Background: an optimization exercise with open tools, aiming at small area. Do not read the settings as production practice. The RTL was checked by simulation tests, not by an equivalence proof against the original design.

## fjord
==> flow/design.v <==
package pe_array_pkg;
  localparam int DEF_ACTIVATION_WIDTH  = 16;
  localparam int DEF_ACCUMULATOR_WIDTH = 40;
  localparam int DEF_ARRAY_X           = 4;
  localparam int DEF_ARRAY_Y           = 4;
  localparam int DEF_ADDR_WIDTH        = 16;
  typedef enum logic [1:0] {
    IDLE  = 2'd0,
    DRAIN = 2'd1,
    DONE  = 2'd2
  } drain_state_t;
  localparam int ACT_MAX = (2 ** (DEF_ACTIVATION_WIDTH - 1)) - 1;
  localparam int ACT_MIN = -(2 ** (DEF_ACTIVATION_WIDTH - 1));
endpackage
module pe_aoi222 (
  input  logic a0, b0, a1, b1, a2, b2,
  output logic y
);
  assign y = ~((a0 & b0) | (a1 & b1) | (a2 & b2));
endmodule
module pe_nand2 (
  input  logic a, b,
  output logic y
);
  assign y = ~(a & b);
endmodule
module pe_nor2 (
  input  logic a, b,
  output logic y
);
  assign y = ~(a | b);
endmodule
module pe_nandn #(parameter int N = 2) (
  input  logic [N-1:0] a,
  output logic         y
);
  assign y = ~&a;
endmodule
module pe_sel #(parameter int N = 3) (
  input  logic [N-1:0] s,
  input  logic [N-1:0] d,
  output logic         y
);
  localparam int G3 = N / 3;
  localparam int R  = N % 3;
  localparam int NG = G3 + R;
  logic [NG-1:0] g;
  for (genvar i = 0; i < G3; i++) begin : g_aoi
    pe_aoi222 u (.a0(s[3*i]), .b0(d[3*i]), .a1(s[3*i+1]), .b1(d[3*i+1]),
                 .a2(s[3*i+2]), .b2(d[3*i+2]), .y(g[i]));
  end
  for (genvar i = 0; i < R; i++) begin : g_nand
    pe_nand2 u (.a(s[3*G3+i]), .b(d[3*G3+i]), .y(g[G3+i]));
  end
  if (NG == 1) begin : g_one
    assign y = ~g[0];
  end else begin : g_many
    pe_nandn #(.N(NG)) u_or (.a(g), .y(y));
  end
endmodule
module pe_rd16 (
  input  logic [15:0] s,
  input  logic [15:0] d,
  output logic        y
);
  pe_sel #(.N(16)) u (.s(s), .d(d), .y(y));
endmodule
module pe_dec24n (
  input  logic [1:0] a,
  output logic [3:0] yn
);
  always_comb for (int i = 0; i < 4; i++) yn[i] = ~(a == 2'(i));
endmodule
module pe_idxdec (
  input  logic [3:0]  idx,
  output logic [15:0] sel
);
  logic [3:0] lo_n, hi_n;
  pe_dec24n u_lo (.a(idx[1:0]), .yn(lo_n));
  pe_dec24n u_hi (.a(idx[3:2]), .yn(hi_n));
  for (genvar e = 0; e < 16; e++) begin : g_sel
    pe_nor2 u (.a(lo_n[e % 4]), .b(hi_n[e / 4]), .y(sel[e]));
  end
endmodule
module pe_cdec (
  input  logic [2:0] s,
  output logic [3:0] c,
  output logic       c4,
  output logic       c5p,
  output logic       c4p,
  output logic       c3p
);
  always_comb begin
    for (int i = 0; i < 4; i++) c[i] = (s == 3'(i));
    c4  = (s == 3'd4);
    c5p = (s >= 3'd5);
    c4p = (s >= 3'd4);
    c3p = (s >= 3'd3);
  end
endmodule
module pe_ovflo (
  input  logic [7:0] x,
  input  logic [2:0] f,
  input  logic       sgn,
  output logic       y
);
  always_comb begin
    y = 1'b0;
    for (int i = 0; i < 8; i++) y = y | ((3'(i) >= f) & (x[i] ^ sgn));
  end
endmodule
module pe_ovfhi (
  input  logic [15:0] r,      
  input  logic        sgn,
  input  logic        c0,
  input  logic        c1,
  output logic        y
);
  logic a_hi, o_hi, a_lo, o_lo, d31, d23;
  assign a_hi = &r[15:8];
  assign o_hi = |r[15:8];
  assign a_lo = &r[7:0];
  assign o_lo = |r[7:0];
  assign d31  = sgn ? ~a_hi : o_hi;
  assign d23  = sgn ? ~(a_hi & a_lo) : (o_hi | o_lo);
  assign y    = (c0 & d23) | (c1 & d31);
endmodule
module pe_satctl (
  input  logic       ovf_lo,
  input  logic       ovf_hi,
  input  logic       sgn,
  input  logic [2:0] f,
  output logic [7:0] fg,
  output logic       sat_hi,   
  output logic       sat_lo    
);
  logic ovf;
  assign ovf    = ovf_lo | ovf_hi;
  always_comb for (int i = 0; i < 8; i++) fg[i] = (f == 3'(i)) & ~ovf;
  assign sat_hi = ovf & ~sgn;
  assign sat_lo = ovf & sgn;
endmodule
module pe_fine (
  input  logic [7:0] fg,
  input  logic [7:0] x,
  input  logic       sat,
  output logic       y
);
  logic [2:0] g;
  pe_aoi222 u0 (.a0(fg[0]), .b0(x[0]), .a1(fg[1]), .b1(x[1]), .a2(fg[2]), .b2(x[2]), .y(g[0]));
  pe_aoi222 u1 (.a0(fg[3]), .b0(x[3]), .a1(fg[4]), .b1(x[4]), .a2(fg[5]), .b2(x[5]), .y(g[1]));
  pe_aoi222 u2 (.a0(fg[6]), .b0(x[6]), .a1(fg[7]), .b1(x[7]), .a2(sat), .b2(sat), .y(g[2]));
  pe_nandn #(.N(3)) u_or (.a(g), .y(y));
endmodule
module pe_requant_sat
#(
  parameter int activation_width  = pe_array_pkg::DEF_ACTIVATION_WIDTH,
  parameter int accumulator_width = pe_array_pkg::DEF_ACCUMULATOR_WIDTH
) (
  input  logic signed [accumulator_width-1:0]       acc,
  input  logic        [$clog2(accumulator_width)-1:0] shift,
  output logic signed [activation_width-1:0]        q
);
  logic        sgn;
  logic [7:0]  fg;
  logic [3:0]  c;
  logic        c4, c5p, c4p, c3p;
  logic [22:0] x1;
  logic        ovf_lo, ovf_hi, sat_hi, sat_lo;
  logic [15:0] satv;
  assign sgn = acc[39];
  pe_cdec u_cdec (.s(shift[5:3]), .c(c), .c4(c4), .c5p(c5p), .c4p(c4p), .c3p(c3p));
  for (genvar k = 0; k < 23; k++) begin : g_coarse
    if (k < 7) begin : g6
      pe_sel #(.N(6)) u (.s({c5p, c4, c[3], c[2], c[1], c[0]}),
                         .d({sgn, acc[k+32], acc[k+24], acc[k+16], acc[k+8], acc[k]}),
                         .y(x1[k]));
    end else if (k < 15) begin : g5
      pe_sel #(.N(5)) u (.s({c4p, c[3], c[2], c[1], c[0]}),
                         .d({sgn, acc[k+24], acc[k+16], acc[k+8], acc[k]}),
                         .y(x1[k]));
    end else begin : g4
      pe_sel #(.N(4)) u (.s({c3p, c[2], c[1], c[0]}),
                         .d({sgn, acc[k+16], acc[k+8], acc[k]}),
                         .y(x1[k]));
    end
  end
  pe_ovflo u_ovflo (.x(x1[22:15]), .f(shift[2:0]), .sgn(sgn), .y(ovf_lo));
  pe_ovfhi u_ovfhi (.r(acc[38:23]), .sgn(sgn), .c0(c[0]), .c1(c[1]), .y(ovf_hi));
  pe_satctl u_sat (.ovf_lo(ovf_lo), .ovf_hi(ovf_hi), .sgn(sgn), .f(shift[2:0]),
                   .fg(fg), .sat_hi(sat_hi), .sat_lo(sat_lo));
  assign satv = {sat_lo, {15{sat_hi}}};
  for (genvar gj = 0; gj < 16; gj++) begin : g_fine
    pe_fine u (.fg(fg), .x(x1[gj+7:gj]), .sat(satv[gj]), .y(q[gj]));
  end
endmodule
module pe_array_drain
#(
  parameter int activation_width  = pe_array_pkg::DEF_ACTIVATION_WIDTH,
  parameter int accumulator_width = pe_array_pkg::DEF_ACCUMULATOR_WIDTH,
  parameter int array_x           = pe_array_pkg::DEF_ARRAY_X,
  parameter int array_y           = pe_array_pkg::DEF_ARRAY_Y,
  parameter int addr_width        = pe_array_pkg::DEF_ADDR_WIDTH
) (
  input  logic                                   clk,
  input  logic                                   rstn,
  input  logic                                   start,
  input  logic        [addr_width-1:0]           base_addr,
  input  logic        [$clog2(accumulator_width)-1:0] shift,
  input  logic        [array_x*array_y*accumulator_width-1:0] acc_in,
  output logic                                   pe_clear,
  output logic                                   wr_valid,
  input  logic                                   wr_ready,
  output logic        [addr_width-1:0]           wr_addr,
  output logic signed [activation_width-1:0]     wr_data,
  output logic                                   busy,
  output logic                                   done
);
  localparam int N     = array_x * array_y;
  localparam int IDX_W = $clog2(N);
  localparam int SH_W  = $clog2(accumulator_width);
  localparam logic [IDX_W-1:0] LAST = IDX_W'(N - 1);
  logic                                drain_q;
  logic [IDX_W-1:0]                    idx;
  logic [addr_width-1:0]               base_q;
  logic [SH_W-1:0]                     shift_q;
  logic signed [accumulator_width-1:0] snap [N];
  logic signed [activation_width-1:0]  q_w;
  logic                                hs;
  assign hs = drain_q & wr_ready;
  for (genvar gi = 0; gi < N; gi++) begin : g_snap
    always_ff @(posedge clk) begin
      if (!drain_q) snap[gi] <= acc_in[gi*accumulator_width +: accumulator_width];
    end
  end
  always_ff @(posedge clk) begin
    if (!drain_q) begin
      base_q  <= base_addr;
      shift_q <= shift;
    end
  end
  always_ff @(posedge clk or negedge rstn) begin
    if (!rstn)   idx <= '0;
    else if (hs) idx <= idx + IDX_W'(1);
  end
  always_ff @(posedge clk or negedge rstn) begin
    if (!rstn) begin
      drain_q  <= 1'b0;
      pe_clear <= 1'b0;
      done     <= 1'b0;
    end else begin
      pe_clear <= start & ~drain_q & ~done;
      done     <= hs & (idx == LAST);
      drain_q  <= drain_q ? ~(wr_ready & (idx == LAST)) : (start & ~done);
    end
  end
  assign wr_valid = drain_q;
  assign busy     = drain_q;
  logic [N-1:0]                 sel;
  logic [accumulator_width-1:0] rd;
  pe_idxdec u_idxdec (.idx(idx), .sel(sel));
  for (genvar b = 0; b < accumulator_width; b++) begin : g_rd
    logic [N-1:0] col;
    for (genvar e = 0; e < N; e++) begin : g_col
      assign col[e] = snap[e][b];
    end
    pe_rd16 u_rd (.s(sel), .d(col), .y(rd[b]));
  end
  pe_requant_sat #(
    .activation_width (activation_width),
    .accumulator_width(accumulator_width)
  ) u_requant (
    .acc  (rd),
    .shift(shift_q),
    .q    (q_w)
  );
  assign wr_data = q_w;
  assign wr_addr = base_q + {{(addr_width-IDX_W){1'b0}}, idx};
endmodule
==> flow/config.mk <==
export PLATFORM = sky130hd
export DESIGN_NAME = pe_array_drain
export DESIGN_NICKNAME = pe_array_drain
export VERILOG_FILES = /design/flow/design.v
export SDC_FILE = /design/flow/constraint.sdc
export NUM_CORES = 4
export LEC_CHECK = 0
export CAP_MARGIN = 20
export CORE_MARGIN = 2
export CORE_UTILIZATION = 60
export PLACE_DENSITY = 0.75
export SLEW_MARGIN = 20
export SYNTH_HIERARCHICAL = 1
export SYNTH_MINIMUM_KEEP_SIZE = 0
==> flow/constraint.sdc <==
create_clock -name core_clock -period 10.0 [get_ports {clk}]
set_input_delay 2.0000 -clock core_clock [delete_from_list [all_inputs] [get_ports {clk}]]
set_output_delay 2.0000 -clock core_clock [all_outputs]
set_load 0.01 [all_outputs]
standard.sh (not shown) runs the stock make flow with config.mk's settings and CLKGATE_MAP_FILE= SYNTH_SCRIPT=/design/flow/synth_recipe.tcl, a recipe that flattens the netlist after the stock synthesis.
==> flow/flow/run.sh <==
#!/bin/bash
# Standard ORFS layout (the standard.sh, unchanged synthesis) with
# single-drive port buffers and a clock tree of fewer, larger clusters.
# Each tool's log is under orfs/logs; the make output is in standard.log.
export BUFFER_PORTS_ARGS="-buffer_cell sky130_fd_sc_hd__buf_1"
export CTS_ARGS="-sink_clustering_enable -repair_clock_nets -dont_use_dummy_load -buf_list sky130_fd_sc_hd__clkbuf_8 -sink_clustering_size 20 -sink_clustering_max_diameter 60"
bash standard.sh > standard.log 2>&1
Setup changes, fjord to indigo
# fjord
export LEC_CHECK = 0
export CAP_MARGIN = 20
export CORE_MARGIN = 2
export CORE_UTILIZATION = 60
export PLACE_DENSITY = 0.75
export SLEW_MARGIN = 20
export SYNTH_HIERARCHICAL = 1
export SYNTH_MINIMUM_KEEP_SIZE = 0
create_clock -name core_clock -period 10.0 [get_ports {clk}]
# indigo
export LEC_CHECK = 0
export CAP_MARGIN = 20
export CORE_MARGIN = 2
export CORE_UTILIZATION = 70
export PLACE_DENSITY = 0.85
export SLEW_MARGIN = 20
export SYNTH_HIERARCHICAL = 1
export SYNTH_MINIMUM_KEEP_SIZE = 0
create_clock -name core_clock -period 10.0 [get_ports {clk}]
--- a/flow/flow/run.sh
+++ b/flow/flow/run.sh
@@ -6 +6 @@
-export CTS_ARGS="-sink_clustering_enable -repair_clock_nets -dont_use_dummy_load -buf_list sky130_fd_sc_hd__clkbuf_8 -sink_clustering_size 20 -sink_clustering_max_diameter 60"
+export CTS_ARGS="-sink_clustering_enable -repair_clock_nets -dont_use_dummy_load -buf_list sky130_fd_sc_hd__clkbuf_8 -sink_clustering_size 30 -sink_clustering_max_diameter 100"
==> comparison <==
As far as fraction of the mapped netlist area in compound gates goes, fjord and indigo are indistinguishable; the numbers are identical. indigo: it failed with a tool error in 3_2_place_iop, so there are no final results. Adder-cell share of the synthesized area came out exactly the same in fjord and indigo. Diff fjord -> indigo | die span in y | down by a little under 10%. Number of rows in the core area ended up about 8% lower on indigo than on fjord. Effective utilization at floorplan was lower in fjord than in indigo. As far as average instance area after synthesis goes, fjord and indigo are indistinguishable; the numbers are identical.

## afterwards: timing with drivers on the ports
Ports are ideal in the flow. The routed layout listed here was re-timed in OpenROAD. Step 1 sets driving cells, clkbuf_16 on the clock port and buf_2 on the other inputs (assumed; they add their load-dependent delay and slew). Step 2 times the ports against the registers' clock, not the clock port: input delays grow and output delays shrink by t, the midpoint of the rising clock arrivals with the driver on. Three values: ideal, step 1, step 2; two values: the first two.
run: fjord
shift t [ns]: 0.688
setup slack, ns: 1.246 / 1.192 / 1.880
worst register clock-pin slew, ns: 0.12 / 0.12
worst slew at a driven data input, ns: 0.14
After both steps fjord still meets setup and hold. The setup slack of fjord moves by -0.054 ns with the drivers and by +0.634 ns with both steps.
